From an optimization exercise on the open Yosys and OpenROAD flow, aimed at small area and a short achievable clock period; shortcuts taken in it are not production practice. The RTL was checked by simulation tests, not by an equivalence proof against the original design. No activity file was given, so power comes from the tool's default toggle rates.

==> flow/design.v (outline; a module is shown in full before it is edited, if it fits) <==
// module mag_fa: 10 lines
// module mag_hold: 8 lines
// module fft_mag_sq_frame: 719 lines
module fft_mag_sq_frame
#(
  parameter  int FFT_LEN = 64,
  localparam int IDX_W   = $clog2(FFT_LEN)
) (
  input  logic             aclk,
  input  logic             areset,
  input  logic [31:0]      slave_tdata,
  input  logic             slave_tvalid,
  output logic             slave_tready,
  output logic [31:0]      master_tdata,
  output logic             master_tvalid,
  input  logic             master_tready,
  output logic             master_tlast,
  output logic [IDX_W-1:0] peak_bin,
  output logic [31:0]      peak_mag,
  output logic             peak_valid
);
  // ...
==> flow/flow/run.sh <==
#!/bin/bash
set -euo pipefail
bash standard.sh \
  "BUFFER_PORTS_ARGS=-buffer_cell sky130_fd_sc_hd__buf_1" \
  "CTS_ARGS=-sink_clustering_enable -repair_clock_nets -sink_clustering_size 16 -sink_clustering_max_diameter 50 -buf_list sky130_fd_sc_hd__clkbuf_8 -dont_use_dummy_load" \
  finish > standard.log 2>&1
==> flow/standard.sh <==
#!/bin/bash
# synth_recipe.tcl (not shown) runs the flow's synth.tcl, then flattens the netlist and writes it again
# the make line also repeats each setting of config.mk as NAME=value (left out here)
make -C /OpenROAD-flow-scripts/flow DESIGN_CONFIG=/design/flow/config.mk WORK_HOME=/design/flow/orfs CLKGATE_MAP_FILE= SYNTH_SCRIPT=/design/flow/synth_recipe.tcl "${@:-finish}"
==> flow/config.mk <==
export PLATFORM = sky130hd
export DESIGN_NAME = fft_mag_sq_frame
export DESIGN_NICKNAME = fft_mag_sq_frame
export VERILOG_FILES = /design/flow/design.v
export SDC_FILE = /design/flow/constraint.sdc
export NUM_CORES = 4
export LEC_CHECK = 0
export ABC_CLOCK_PERIOD_IN_PS = 3000
export CAP_MARGIN = 20
export CORE_MARGIN = 2
export CORE_UTILIZATION = 40
export CTS_BUF_LIST = sky130_fd_sc_hd__clkbuf_8
export CTS_CLUSTER_DIAMETER = 50
export CTS_CLUSTER_SIZE = 16
export SETUP_SLACK_MARGIN = 3.85
export SLEW_MARGIN = 20
export SYNTH_HIERARCHICAL = 1
export SYNTH_MINIMUM_KEEP_SIZE = 0
export TNS_END_PERCENT = 5
==> flow/constraint.sdc <==
create_clock -name core_clock -period 7.0 [get_ports {aclk}]
set_input_delay 1.4000 -clock core_clock [delete_from_list [all_inputs] [get_ports {aclk}]]
set_output_delay 1.4000 -clock core_clock [all_outputs]
set_load 0.01 [all_outputs]
==> impl_metrics.env, run 1 <==
export IMPL_ctsResizeCount=60
export IMPL_preCtsSetupSlack_ns=3.29
export IMPL_wl_per_cell_microns=18.1
export IMPL_fmax_ghz=0.305
export IMPL_power_switching_w=0.00320
export IMPL_pg_comb_w=0.00449
export IMPL_post_route_util=0.452
export IMPL_irDropWorstVdd_mv=0.223
export IMPL_clock_sinks=220
export IMPL_met3_length_microns=2630
export IMPL_hold_violations=0
export IMPL_cts_root_buf="clkbuf_8"
export IMPL_clock_skew_ns=0.0646
export IMPL_finalSetupTns_ns=0
export IMPL_numCtsBuffers=28
export IMPL_top_register="s2_bits_r"
export IMPL_criticalPathCategory="flop to flop"
export IMPL_setup_slack_ns=3.72
export IMPL_synthSimpleGateAreaFrac=0.106
export IMPL_io_buffers=109
export IMPL_hp_start="peak_mag_r[19]"
export IMPL_largestClassByArea="multi-input gates"
export IMPL_clk_latency_ns=0.58
export IMPL_status="timing/DRC/antenna clean"
export IMPL_power_frac_clock=0.101
export IMPL_layout_drive_gt1_share=0.147
export IMPL_slowest_delay_ns=0.56
export IMPL_hold_path_class="flop to flop"
export IMPL_crit_path_end_kind="flop"
export IMPL_max_slew_worst_pin_slew_ns=0.858
==> run 2, diff against run 1 <==
--- a/flow/config.mk
+++ b/flow/config.mk
@@ -6,5 +6,5 @@
 export NUM_CORES = 4
 export LEC_CHECK = 0
-export ABC_CLOCK_PERIOD_IN_PS = 3000
+export ABC_CLOCK_PERIOD_IN_PS = 3300
 export CAP_MARGIN = 20
 export CORE_MARGIN = 2
==> impl_metrics.env, run 2 <==
export IMPL_status="timing/DRC/antenna clean"
export IMPL_max_slew_margin_rel=0.428
export IMPL_top_register="s2_bits_r"
export IMPL_finalSetupTns_ns=0
export IMPL_avgSynthCellArea_sq_um=12.0
export IMPL_drv_slew=0
export IMPL_first_global_vias=9825
export IMPL_htreeDepth=1
export IMPL_vias_per_cell=5.06
export IMPL_clk_latency_ns=0.58
export IMPL_synth_commonest_cells="nand2_1 (227), fa_1 (188), edfxtp_1 (140)"
export IMPL_p_per_area_nw_per_um2=459
export IMPL_drc=0
export IMPL_grtUsageTotal=0.177
export IMPL_first_pass_iters=5
export IMPL_nets=1681
export IMPL_synth_top_cells_by_area="edfxtp_1 (28%), fa_1 (25%), dfxtp_1 (11%)"
export IMPL_holdBufCountCts=0
export IMPL_layout_drive_gt1_share=0.147
export IMPL_syn_nets=1539
export IMPL_clk_pin_slew_ns=0.06
export IMPL_setup_slack_ns=3.72
export IMPL_io_buffers=109
export IMPL_hold_violations=0
export IMPL_die_h_microns=197
export IMPL_critPathMaxFanout=6
export IMPL_clock_sinks=220
export IMPL_cts_root_buf="clkbuf_8"
export IMPL_row_count=70
export IMPL_mostFrequentLayoutCells="nand2_1 (227), fa_1 (187), edfxtp_1 (140)"
export IMPL_preCtsSetupSlack_ns=3.29
export IMPL_synth_ff_type="edfxtp_1"
export IMPL_core_area_sq_um=36600
export IMPL_largest_reg_flops=70
export IMPL_yosysTopAreaCellShare=0.283
export IMPL_criticalPathCategory="flop to flop"
export IMPL_grt_max_degree=60
export IMPL_ys_warn_count=7
export IMPL_post_route_util=0.452
export IMPL_die_w_microns=197
export IMPL_numCtsBuffers=28
export IMPL_die_area_sq_um=38700
export IMPL_grt_first_pass_wirelength_microns=53400
export IMPL_max_slew_worst_pin_slew_ns=0.858
export IMPL_post_synth_top_count_cell="nand2_1"
export IMPL_rsz0062_at_grt="true"
export IMPL_power_leakage_nw=6.31
export IMPL_synthArstFlopShare=0
export IMPL_post_route_period_util=0.468
export IMPL_drt_total_wl_microns=33400
export IMPL_vias=9350
export IMPL_wl_per_cell_microns=18.1
export IMPL_crit_path_end_kind="flop"
export IMPL_hpwl_microns=24400
export IMPL_maxCapViolations=0
export IMPL_gp_congestion=0.893
export IMPL_ys_seq_area_frac=0.391
export IMPL_nFillCells=3436
export IMPL_antenna_found_initial=0
export IMPL_hold_path_class="flop to flop"
export IMPL_synth_edf_count=140
export IMPL_cts_buffer_depth=3
export IMPL_tritoncts="built"
export IMPL_cp_required_ns=7.29
export IMPL_area_delta_synth_final_pct=11.4
export IMPL_start_util=0.406
export IMPL_ant_nets=0
export IMPL_min_period_ns=3.28
export IMPL_syn_inst=1239
export IMPL_synth_area_leader_cell="edfxtp_1"
export IMPL_ios=110
export IMPL_clock_skew_ns=0.0646
export IMPL_arrival_ns=3.57
export IMPL_layout_commonest_cell="nand2_1"
export IMPL_crit_path_start_kind="flop"
export IMPL_irDropWorstVdd_mv=0.223
export IMPL_finalSetupViolCount=0
export IMPL_syn_cell_area_sq_um=14900
export IMPL_fmax_ghz=0.305
export IMPL_yosys_register_bits=220
export IMPL_drtIter0Drc=602
export IMPL_synth_distinct_cells=56
export IMPL_grt_overflow=0
-- run 2: cell counts after synthesis --
Identical to the previous run, type by type.
-- run 2: routing by layer --
layer  global-route usage  share of wire
met5                    0              0
met4               0.0540          0.029
met3               0.0335          0.079
met2                0.283           0.45
met1                0.246           0.45
-- run 2: worst paths after layout --
kind | slack [ns] | depth (start not counted) | end | startpoint
worst max register to register | 3.72 | 7 | s2_bits_r[17] | s1_re_r[0]
worst min register to register | 0.47 | 1 | peak_mag_r[19] | peak_mag_r[19]
worst max-delay path | 3.72 | 7 | s2_bits_r[17] | s1_re_r[0]
worst min-delay path | 0.47 | 1 | peak_mag_r[19] | peak_mag_r[19]
-- run 2: modules after synthesis (local to each module, per instance) --
module / times used / cells inside / flops+latches / area (sq um)
fft_mag_sq_frame: 1 / 1017 / 220 / 10600
mag_hold: 2 / 18 / 0 / 249
mag_fa: 186 / 1 / 0 / 20.0
-- run 2: per-stage QoR --
stage               hold WS, ns  total power, W  std cells  instance area, sq um
finish                    0.472         0.00760       1848                 16500
global route              0.487         0.00833       1847                 16500
CTS                       0.476         0.00765       1846                 16500
detailed placement        0.460         0.00679       1771                 15600
global placement          0.458         0.00665       1771                 15600
floorplan                 0.425         0.00551       1239                 14900
-- run 2: cell families after synthesis --
logic type	count (synthesis)	synth area share
AO/OA/AOI/OAI	115	0.0505
XOR/XNOR	50	0.0295
adder cells (fa/ha/maj)	264	0.317
buffers and inverters	160	0.0452
flip-flops	220	0.391
multiplexers	74	0.0608
AND/OR/NAND/NOR	356	0.106
-- run 2: layout make-up --
class                      count  area, sq um  area share
antenna                        1         2.50    0.000151
timing repair buffer         161          857      0.0518
multi-input combinational    859         8390       0.507
tap                          468          586      0.0354
clock buffer                  28          385      0.0233
sequential                   220         5910       0.357
inverter                     111          417      0.0252
-- run 2: where the power goes --
group | total [W] | internal (W) | switching (W)
clock | 0.000766 | 0.000351 | 0.000414
combinational | 0.00449 | 0.00196 | 0.00254
sequential | 0.00234 | 0.00210 | 0.000248
total | 0.00760 | 0.00440 | 0.00320
-- run 2: critical path: stages, from the launching register on --
cell and delay, ns:
dfxtp_4 0.39, buf_2 0.18, nand2_1 0.10, fa_1 0.56
fa_1 0.45, fa_1 0.40, fa_1 0.52, fa_1 0.42
-- run 2: timing repair --
item	4_1_cts	5_1_grt
pin swaps	3	1
gates resized for setup	60	0
buffers inserted	47	1
setup endpoints to repair	91	46
hold endpoints to repair	0	0
==> run 3, diff against run 2 <==
--- a/flow/config.mk
+++ b/flow/config.mk
@@ -6,5 +6,5 @@
 export NUM_CORES = 4
 export LEC_CHECK = 0
-export ABC_CLOCK_PERIOD_IN_PS = 3300
+export ABC_CLOCK_PERIOD_IN_PS = 3000
 export CAP_MARGIN = 20
 export CORE_MARGIN = 2
@@ -13,5 +13,5 @@
 export CTS_CLUSTER_DIAMETER = 50
 export CTS_CLUSTER_SIZE = 16
-export SETUP_SLACK_MARGIN = 3.85
+export SETUP_SLACK_MARGIN = 3.65
 export SLEW_MARGIN = 20
 export SYNTH_HIERARCHICAL = 1
==> impl_metrics.env, run 3 <==
export IMPL_drtIter0Drc=635
export IMPL_synth_ff_type="edfxtp_1"
export IMPL_layout_drive_gt1_share=0.133
export IMPL_clock_sinks=220
export IMPL_holdBufCountCts=0
export IMPL_maxCapViolations=0
export IMPL_r2r_cells=6
export IMPL_die_w_microns=197
export IMPL_critPathTopFamily="buffers and inverters"
export IMPL_grt_max_degree=53
export IMPL_syn_nets=1539
export IMPL_hold_violations=0
export IMPL_gp_congestion=0.866
export IMPL_layout_commonest_cell="nand2_1"
export IMPL_drc=0
export IMPL_clock_skew_ns=0.0993
export IMPL_hpwl_microns=23900
export IMPL_place_area_sq_um=15600
export IMPL_status="timing/DRC/antenna clean"
export IMPL_wl_per_cell_microns=17.5
export IMPL_ys_seq_area_frac=0.391
export IMPL_htreeDepth=1
export IMPL_syn_inst=1239
export IMPL_avgSynthCellArea_sq_um=12.0
export IMPL_synth_area_leader_cell="edfxtp_1"
export IMPL_top_register="s2_bits_r"
export IMPL_synth_distinct_cells=56
export IMPL_crit_path_top_delay_cell="buf_8"
export IMPL_core_area_sq_um=36600
export IMPL_clk_pin_slew_ns=0.06
export IMPL_largest_reg_flops=70
export IMPL_criticalPathCategory="input port to primary output"
export IMPL_grt_overflow=0
export IMPL_fmax_ghz=0.302
export IMPL_ios=110
export IMPL_vias=9355
export IMPL_post_route_period_util=0.473
export IMPL_vias_per_cell=5.12
export IMPL_worstReg2RegEnd="s2_bits_r[21]"
export IMPL_die_area_sq_um=38700
export IMPL_nets=1661
export IMPL_cp_required_ns=5.60
export IMPL_reg2reg_slack_ns=3.70
export IMPL_cp_cell_sequence="buf_8 > buf_1"
export IMPL_finalSetupTns_ns=0
export IMPL_first_pass_iters=5
export IMPL_max_slew_worst_pin_slew_ns=0.685
export IMPL_ant_nets=0
export IMPL_ys_warn_count=7
export IMPL_crit_path_start_kind="input port"
export IMPL_antenna_cells=0
export IMPL_crit_path_end_kind="primary output"
export IMPL_p_per_area_nw_per_um2=465
export IMPL_arrival_ns=1.91
export IMPL_r2r_start="s1_im_r[11]"
export IMPL_synth_top_cells_by_area="edfxtp_1 (28%), fa_1 (25%), dfxtp_1 (11%)"
export IMPL_drv_slew=0
export IMPL_hp_start="s1_im_r[15]"
export IMPL_yosysTopAreaCellShare=0.283
export IMPL_io_buffers=109
export IMPL_tritoncts="built"
export IMPL_row_count=70
export IMPL_area_delta_synth_final_pct=10.0
export IMPL_yosys_register_bits=220
export IMPL_cts_buffer_depth=3
export IMPL_syn_cell_area_sq_um=14900
export IMPL_rsz0062_at_grt="true"
export IMPL_irDropWorstVdd_mv=0.221
export IMPL_mostFrequentLayoutCells="nand2_1 (227), fa_1 (188), edfxtp_1 (140)"
export IMPL_crit_buf_inv=2
export IMPL_synth_edf_count=140
export IMPL_final_cells=1827
export IMPL_finalSetupViolCount=0
export IMPL_grtUsageTotal=0.168
export IMPL_whs_ns=0.452
export IMPL_clk_latency_ns=0.59
export IMPL_cts_root_buf="clkbuf_8"
export IMPL_power_leakage_nw=6.19
export IMPL_post_synth_top_count_cell="nand2_1"
export IMPL_hold_path_endpoint="s2_bits_r[68]"
export IMPL_synth_commonest_cells="nand2_1 (227), fa_1 (188), edfxtp_1 (140)"
export IMPL_antenna_found_initial=0
export IMPL_critPathMaxFanout=45
export IMPL_first_global_vias=9402
export IMPL_min_path_cells=1
export IMPL_stdcell_area_sq_um=16300
export IMPL_synthArstFlopShare=0
export IMPL_min_period_ns=3.31
export IMPL_worstSetupStartpoint="master_tready"
export IMPL_slowest_delay_ns=0.26
export IMPL_hold_path_class="flop to flop"
export IMPL_dp_cells=1771
export IMPL_grt_first_pass_wirelength_microns=51100
export IMPL_start_util=0.406
export IMPL_drt_total_wl_microns=31900
export IMPL_die_h_microns=197
export IMPL_max_slew_margin_rel=0.543
export IMPL_numCtsBuffers=28
## run 3: routing by layer
metal / GRT usage / vias to the layer above / wire length, microns
met2: 0.267 / 324 / 14300
met5: 0 / - / 0
met4: 0.0379 / 0 / 721
li1: - / 4334 / -
met3: 0.0293 / 56 / 2170
met1: 0.241 / 4641 / 14700
## run 3: modules after synthesis (local to each module, per instance)
module            cells  times used  flops+latches
fft_mag_sq_frame   1017           1            220
mag_fa                1         186              0
mag_hold             18           2              0
## run 3: worst max-delay path by stage
stage | to | depth (start not counted)
after CTS | slave_tready | 2
after global routing | s2_bits_r[21] | 6
after detailed placement | s1_im_r[3] | 4
after floorplan | s2_bits_r[21] | 7
final | slave_tready | 2
after global placement | s1_re_r[2] | 4
## run 3: cells by family (layout without fill, tap and decap cells)
group | count (synthesis) | in the layout | synth area share
AO/OA/AOI/OAI | 115 | 115 | 0.0505
adder cells (fa/ha/maj) | 264 | 264 | 0.317
XOR/XNOR | 50 | 50 | 0.0295
buffers and inverters | 160 | 280 | 0.0452
flip-flops | 220 | 220 | 0.391
AND/OR/NAND/NOR | 356 | 356 | 0.106
multiplexers | 74 | 74 | 0.0608
## run 3: report_power, final
group / total, W / switching (W) / internal, W / leakage (nW)
combinational: 0.00447 / 0.00252 / 0.00194 / 4.01
clock: 0.000763 / 0.000412 / 0.000351 / 0.201
sequential: 0.00237 / 0.000277 / 0.00210 / 1.97
total: 0.00760 / 0.00321 / 0.00439 / 6.19
## run 3: worst register-to-register path: stages, from the launching register on
cell,delay [ns]
dfxtp_4,0.49
nand2_1,0.14
fa_1,0.45
fa_1,0.48
fa_1,0.47
fa_1,0.61
fa_1,0.44
## run 3: final cells by class
class                      count  area (sq um)
fill                        3468         20300
multi-input combinational    859          8390
sequential                   220          5910
timing repair buffer         141           661
tap                          468           586
inverter                     111           417
clock buffer                  28           385
## run 3: through the flow
stage,util,setup WS (ns),total power [W]
floorplan,-,3.64,0.00551
global placement,0.427,3.20,0.00668
detailed placement,0.427,3.13,0.00682
CTS,0.439,3.41,0.00761
global route,0.446,3.56,0.00835
finish,0.446,3.69,0.00760
## run 3: timing repair
action                                 4_1_cts  5_1_grt
setup endpoints to repair                   60       44
endpoints found under the hold margin        0        0
resized for setup                           30       28
setup buffers                                0       28
==> run 4, diff against run 3 <==
--- a/flow/config.mk
+++ b/flow/config.mk
@@ -6,4 +6,5 @@
 export NUM_CORES = 4
 export LEC_CHECK = 0
+export ABC_AREA = 1
 export ABC_CLOCK_PERIOD_IN_PS = 3000
 export CAP_MARGIN = 20
@@ -13,5 +14,5 @@
 export CTS_CLUSTER_DIAMETER = 50
 export CTS_CLUSTER_SIZE = 16
-export SETUP_SLACK_MARGIN = 3.65
+export SETUP_SLACK_MARGIN = 3.75
 export SLEW_MARGIN = 20
 export SYNTH_HIERARCHICAL = 1
==> impl_metrics.env, run 4 <==
export IMPL_status="timing/DRC/antenna clean"
export IMPL_fmax_ghz=0.308
export IMPL_ys_seq_area_frac=0.387
export IMPL_synth_distinct_cells=40
export IMPL_first_global_vias=10400
export IMPL_row_count=70
export IMPL_synth_top_cells_by_area="edfxtp_1 (28%), fa_1 (25%), dfxtp_1 (11%)"
export IMPL_irDropWorstVdd_mv=0.165
export IMPL_cp_cell_sequence="inv_1 > fa_1 > fa_1 > fa_1 > fa_1 > fa_1"
export IMPL_synthArstFlopShare=0
export IMPL_ys_warn_count=7
export IMPL_post_route_period_util=0.463
export IMPL_min_period_ns=3.24
export IMPL_layout_commonest_cell="nand2_1"
export IMPL_hold_path_class="flop to flop"
export IMPL_slowest_delay_ns=0.57
export IMPL_drv_slew=0
export IMPL_grtUsageTotal=0.174
export IMPL_critPathTopFamily="adder cells"
export IMPL_maxCapViolations=0
export IMPL_dp_cells=2013
export IMPL_syn_cell_area_sq_um=15000
export IMPL_wl_per_cell_microns=16.2
export IMPL_nets=1900
export IMPL_arrival_ns=3.55
export IMPL_critPathMaxFanout=16
export IMPL_p_per_area_nw_per_um2=371
export IMPL_crit_buf_inv=1
export IMPL_preCtsSetupSlack_ns=3.24
export IMPL_die_area_sq_um=39100
export IMPL_area_delta_synth_final_pct=10.2
export IMPL_final_cells=2066
export IMPL_clk_latency_ns=0.60
export IMPL_mostFrequentLayoutCells="nand2_1 (413), inv_1 (192), fa_1 (188)"
export IMPL_antenna_cells=0
export IMPL_die_w_microns=198
export IMPL_grt_max_degree=48
export IMPL_power_w=0.00614
export IMPL_drt_total_wl_microns=33400
export IMPL_power_leakage_nw=6.36
export IMPL_place_area_sq_um=15800
export IMPL_cts_root_buf="clkbuf_8"
export IMPL_crit_path_end_kind="flop"
export IMPL_ios=110
export IMPL_vias=10200
export IMPL_numCtsBuffers=28
export IMPL_ant_nets=0
export IMPL_hold_violations=0
export IMPL_htreeDepth=1
export IMPL_vias_per_cell=4.91
export IMPL_drtIter0Drc=521
export IMPL_drc=0
export IMPL_cts_buffer_depth=3
export IMPL_max_slew_margin_rel=0.640
export IMPL_syn_inst=1481
export IMPL_setup_slack_ns=3.76
export IMPL_clock_sinks=220
export IMPL_die_h_microns=198
export IMPL_syn_nets=1781
export IMPL_nFillCells=3484
export IMPL_synth_edf_count=140
export IMPL_avgSynthCellArea_sq_um=10.1
export IMPL_largest_reg_flops=70
export IMPL_post_synth_top_count_cell="nand2_1"
export IMPL_crit_path_top_delay_cell="dfxtp_2"
export IMPL_clock_skew_ns=0.0936
export IMPL_criticalPathCategory="flop to flop"
export IMPL_core_area_sq_um=36800
export IMPL_layout_drive_gt1_share=0.0814
export IMPL_gp_congestion=0.865
export IMPL_grt_overflow=0
export IMPL_top_register="s2_bits_r"
export IMPL_crit_path_start_kind="flop"
export IMPL_synth_ff_type="edfxtp_1"
export IMPL_start_util=0.408
export IMPL_cpMostUsedCell="fa_1"
export IMPL_rsz0062_at_grt="true"
export IMPL_synth_commonest_cells="nand2_1 (413), inv_1 (192), fa_1 (188)"
export IMPL_tritoncts="built"
export IMPL_finalSetupViolCount=0
export IMPL_synth_area_leader_cell="edfxtp_1"
export IMPL_finalSetupTns_ns=0
export IMPL_cp_required_ns=7.31
export IMPL_antenna_found_initial=0
export IMPL_yosys_register_bits=220
export IMPL_yosysTopAreaCellShare=0.280
export IMPL_stdcell_area_sq_um=16500
export IMPL_hpwl_microns=24600
export IMPL_io_buffers=109
export IMPL_clk_pin_slew_ns=0.09
export IMPL_grt_first_pass_wirelength_microns=53700
export IMPL_first_pass_iters=5
export IMPL_max_slew_worst_pin_slew_ns=0.540
[run 4: changes by cell type in the layout (fill, tap and decap cells not counted), moves of 9 or more]
cell / before / now
a21o_1: 19 / 1
a21oi_1: 30 / 80
and2_1: 17 / 0
buf_4: 32 / 23
inv_1: 111 / 192
mux2_2: 50 / 7
mux2_4: 20 / 0
nand2_1: 227 / 413
nand2_2: 0 / 15
nand3_1: 10 / 27
nor2_1: 38 / 83
o21ai_1: 15 / 4
xnor2_1: 35 / 13
xor2_1: 15 / 33
[run 4: worst register-to-register path, delay by kind of cell (launching register included)]
family | cells | cell delay (ns)
fa+ha+maj | 5 | 2.31
flops | 1 | 0.57
buf+inv | 1 | 0.13
[run 4: kinds of logic after synthesis]
| kind of cell | count (synthesis) | synth area share |
|---|---|---|
| AOI/OAI and AO/OA | 126 | 0.0452 |
| xor gates and xnor gates | 46 | 0.0268 |
| adders and majority gates | 264 | 0.314 |
| buffers and inverters | 243 | 0.0660 |
| DFF | 220 | 0.387 |
| muxes | 7 | 0.00525 |
| and+or+nand+nor | 575 | 0.156 |
[run 4: path summary, 6_finish.rpt]
check	startpoint	endpoint	slack (ns)	depth (start not counted)
hold reg to reg	s3_mag_r[4]	run_max_r[4]	0.45	0
setup reg to reg	s1_im_r[5]	s2_bits_r[15]	3.76	6
hold / removal	s3_mag_r[4]	run_max_r[4]	0.45	0
setup / recovery	s1_im_r[5]	s2_bits_r[15]	3.76	6
[run 4: stage by stage]
step	hold slack [ns]	utilization
after global routing	0.468	0.450
final	0.451	0.450
after CTS	0.453	0.442
after detailed placement	0.440	0.430
after global placement	0.433	0.430
after floorplan	0.419	-
[run 4: per-module statistics from Yosys, one instance, submodules excluded]
module | flops+latches | copies in the design | cells inside
mag_fa | 0 | 186 | 1
mag_hold | 0 | 2 | 52
fft_mag_sq_frame | 220 | 1 | 1191
[run 4: cell type report]
class / count / area (sq um) / area share
repair buffers: 137 / 692 / 0.0418
well taps: 468 / 586 / 0.0354
multi-input cells: 1018 / 8230 / 0.498
inverters: 195 / 742 / 0.0448
flip-flops and latches: 220 / 5910 / 0.357
clock buffers: 28 / 385 / 0.0233
[run 4: metal layers]
layer	wire length, microns	vias to the layer above	track usage
li1	-	4900	-
met1	15400	4883	0.243
met2	14900	312	0.281
met3	2230	59	0.0329
met4	862	0	0.0451
met5	0	-	0
[run 4: repair_timing]
| action | in CTS | in global routing |
|---|---|---|
| pin swaps | 0 | 0 |
| buffers inserted | 1 | 23 |
| endpoints found under the setup margin | 62 | 36 |
| resized for setup | 28 | 30 |
| hold buffers | 0 | 0 |
| cloned | 1 | 0 |
[run 4: report_power, final]
part	internal [W]	switching, W
sequential	0.00192	0.000266
combinational	0.00129	0.00191
clock	0.000350	0.000413
==> run 5, diff against run 4 <==
--- a/flow/config.mk
+++ b/flow/config.mk
@@ -6,5 +6,4 @@
 export NUM_CORES = 4
 export LEC_CHECK = 0
-export ABC_AREA = 1
 export ABC_CLOCK_PERIOD_IN_PS = 3000
 export CAP_MARGIN = 20
==> impl_metrics.env, run 5 <==
export IMPL_max_slew_worst_pin_slew_ns=0.845
export IMPL_cp_required_ns=7.25
export IMPL_critPathMaxFanout=14
export IMPL_ys_warn_count=7
export IMPL_post_synth_top_count_cell="nand2_1"
export IMPL_holdBufCountCts=0
export IMPL_syn_cell_area_sq_um=14900
export IMPL_cts_buffer_depth=3
export IMPL_grtUsageTotal=0.169
export IMPL_drtIter0Drc=554
export IMPL_power_frac_comb=0.581
export IMPL_ios=110
export IMPL_layout_commonest_cell="nand2_1"
export IMPL_synth_commonest_cells="nand2_1 (227), fa_1 (188), edfxtp_1 (140)"
export IMPL_p_seq_frac=0.318
export IMPL_drv_slew=0
export IMPL_io_buffers=109
export IMPL_grt_first_pass_wirelength_microns=51400
export IMPL_crit_path_start_kind="flop"
export IMPL_tritoncts="built"
export IMPL_synth_edf_count=140
export IMPL_syn_nets=1539
export IMPL_vias=9125
export IMPL_avgSynthCellArea_sq_um=12.0
export IMPL_ant_nets=0
export IMPL_min_path_cells=2
export IMPL_worstReg2RegEnd="s2_bits_r[21]"
export IMPL_ys_seq_area_frac=0.391
export IMPL_synth_top_cells_by_area="edfxtp_1 (28%), fa_1 (25%), dfxtp_1 (11%)"
export IMPL_intPower_w=0.00436
export IMPL_wl_per_cell_microns=17.7
export IMPL_vias_per_cell=5.05
export IMPL_finalSetupViolCount=0
export IMPL_p_per_area_nw_per_um2=465
export IMPL_power_switching_w=0.00318
export IMPL_r2r_cells=6
export IMPL_post_route_period_util=0.470
export IMPL_hp_start="s2_valid_r"
export IMPL_clk_latency_ns=0.58
export IMPL_antenna_found_initial=0
export IMPL_largest_reg_flops=70
export IMPL_layout_drive_gt1_share=0.120
export IMPL_switching_share=0.421
export IMPL_yosys_register_bits=220
export IMPL_crit_path_end_kind="flop"
export IMPL_irDropWorstVdd_mv=0.223
export IMPL_syn_inst=1239
export IMPL_yosysTopAreaCellShare=0.283
export IMPL_hold_path_endpoint="s3_valid_r"
export IMPL_drt_total_wl_microns=31900
export IMPL_status="timing/DRC/antenna clean"
export IMPL_criticalPathCategory="flop to flop"
export IMPL_arrival_ns=3.55
export IMPL_slowest_delay_ns=0.57
export IMPL_crit_buf_inv=0
export IMPL_dp_cells=1771
export IMPL_synthArstFlopShare=0
export IMPL_max_slew_margin_rel=0.436
export IMPL_min_period_ns=3.29
export IMPL_die_w_microns=197
export IMPL_hpwl_microns=24400
export IMPL_rsz0062_at_grt="true"
export IMPL_mostFrequentLayoutCells="nand2_1 (227), fa_1 (188), edfxtp_1 (140)"
export IMPL_final_cells=1807
export IMPL_cp_cell_sequence="nand2_1 > fa_1 > fa_1 > fa_1 > fa_1 > fa_1"
export IMPL_die_area_sq_um=38700
export IMPL_reg2reg_slack_ns=3.71
export IMPL_start_util=0.406
export IMPL_hold_path_class="flop to flop"
export IMPL_drc=0
export IMPL_gp_congestion=0.893
export IMPL_finalSetupTns_ns=0
export IMPL_clock_skew_ns=0.0668
export IMPL_power_w=0.00754
export IMPL_first_global_vias=9514
export IMPL_synth_ff_type="edfxtp_1"
export IMPL_cts_root_buf="clkbuf_8"
export IMPL_grt_max_degree=60
export IMPL_clock_sinks=220
export IMPL_setup_slack_ns=3.71
export IMPL_synth_distinct_cells=56
export IMPL_area_delta_synth_final_pct=9.07
export IMPL_preCtsSetupSlack_ns=3.29
export IMPL_row_count=70
export IMPL_die_h_microns=197
export IMPL_synth_area_leader_cell="edfxtp_1"
export IMPL_power_leakage_nw=6.10
export IMPL_clk_pin_slew_ns=0.10
export IMPL_power_frac_clock=0.101
export IMPL_grt_overflow=0
export IMPL_top_register="s2_bits_r"
export IMPL_hold_violations=0
export IMPL_critPathTopFamily="adder cells"
export IMPL_fmax_ghz=0.304
export IMPL_nets=1640
export IMPL_whs_ns=0.471
export IMPL_first_pass_iters=5
export IMPL_numCtsBuffers=28
export IMPL_maxCapViolations=0
export IMPL_core_area_sq_um=36600
export IMPL_r2r_start="s1_re_r[3]"
export IMPL_crit_path_top_delay_cell="fa_1"
export IMPL_cpMostUsedCell="fa_1"
export IMPL_htreeDepth=1
## run 5: how the worst max path moves through the flow
stage	from	to	slack (ns)	depth (start not counted)
2_1_floorplan	s1_re_r[8]	s2_bits_r[32]	3.68	7
3_3_place_gp	master_tready	s2_bits_r[9]	3.35	3
3_5_place_dp	master_tready	s2_bits_r[9]	3.29	3
4_1_cts	peak_valid_r	peak_mag[11]	3.69	2
5_1_grt	s1_re_r[12]	s2_bits_r[21]	3.61	6
6_report	s1_re_r[3]	s2_bits_r[21]	3.71	6
## run 5: per-layer routing
metal,vias to the layer above,part of all wire,GRT usage
li1,4303,-,-
met1,4516,0.47,0.241
met2,261,0.45,0.266
met3,45,0.062,0.0289
met4,0,0.022,0.0471
met5,-,0,0
## run 5: Yosys stat by module (local to each module, per instance)
| module | flops+latches | cell area (sq um) | copies in the design | cells inside |
|---|---|---|---|---|
| fft_mag_sq_frame | 220 | 10600 | 1 | 1017 |
| mag_fa | 0 | 20.0 | 186 | 1 |
| mag_hold | 0 | 249 | 2 | 18 |
## run 5: cells by family after synthesis
| group | synth area share |
|---|---|
| AND/OR/NAND/NOR | 0.106 |
| adder cells (fa/ha/maj) | 0.317 |
| flip-flops | 0.391 |
| buffers and inverters | 0.0452 |
| AO/OA/AOI/OAI | 0.0505 |
| multiplexers | 0.0608 |
| XOR/XNOR | 0.0295 |
## run 5: timing repair
item / 4_1_cts / 5_1_grt
setup endpoints to repair: 81 / 73
pin swaps: 0 / 1
buffers inserted: 0 / 7
gates resized for setup: 55 / 2
## run 5: power groups by stage
stage,registers (W),logic (W),clock network (W)
after global placement,0.00242,0.00424,0
final,0.00240,0.00438,0.000764
after CTS,0.00241,0.00437,0.000805
after floorplan,0.00230,0.00321,0
after detailed placement,0.00243,0.00436,0
after global routing,0.00244,0.00496,0.000850
## run 5: area by class of cell
cell class | count | area (sq um)
Antenna cell | 1 | 2.50
Clock buffer | 28 | 385
Fill cell | 3450 | 20400
Inverter | 111 | 417
Multi-Input combinational cell | 859 | 8390
Sequential cell | 220 | 5910
Tap cell | 468 | 586
Timing Repair Buffer | 120 | 515
## run 5: metrics by stage
| stage | util | instance area (sq um) |
|---|---|---|
| after global placement | 0.427 | 15600 |
| after global routing | 0.442 | 16200 |
| after CTS | 0.440 | 16100 |
| after detailed placement | 0.427 | 15600 |
| after floorplan | - | 14900 |
| final | 0.442 | 16200 |
## run 5: worst reg2reg max path, stage by stage (launching register included)
cell	delay (ns)
dfxtp_4	0.46
nand2_1	0.12
fa_1	0.57
fa_1	0.45
fa_1	0.42
fa_1	0.55
fa_1	0.42

## static timing again, ports no longer ideal
The flow's constraints put no driver on any port. The routed layouts listed below were extracted and timed again, unchanged, in two steps. Step 1 (the two cells are an assumption about what drives the block):
set clk [get_ports {aclk}]
set_driving_cell -lib_cell sky130_fd_sc_hd__clkbuf_16 $clk
set_driving_cell -lib_cell sky130_fd_sc_hd__buf_2 [delete_from_list [all_inputs] $clk]
Step 2 also shifts input and output timing later by t, the mid clock arrival at the registers, as if the neighbouring blocks saw the same clock. Slacks: no drivers / after step 1 / after step 2; pairs: no drivers / after step 1.
run | shift t [ns] | slack for setup (ns) | worst setup path at the end | pins driven straight from the clock port
run 1 | 0.595 | 3.724 / 3.709 / 3.412 | input to register | 1
run 2 | 0.595 | 3.724 / 3.709 / 3.412 | input to register | 1
run 3 | 0.593 | 3.689 / 3.625 / 3.363 | input to register | 1
run 4 | 0.604 | 3.757 / 3.637 / 3.637 | input to output | 1
run 5 | 0.596 | 3.708 / 3.704 / 3.414 | input to register | 1
After both steps every run listed still meets setup and hold. For run 3, which loses most, drivers alone change the setup slack by -0.064 ns; drivers and shift together by -0.326 ns.
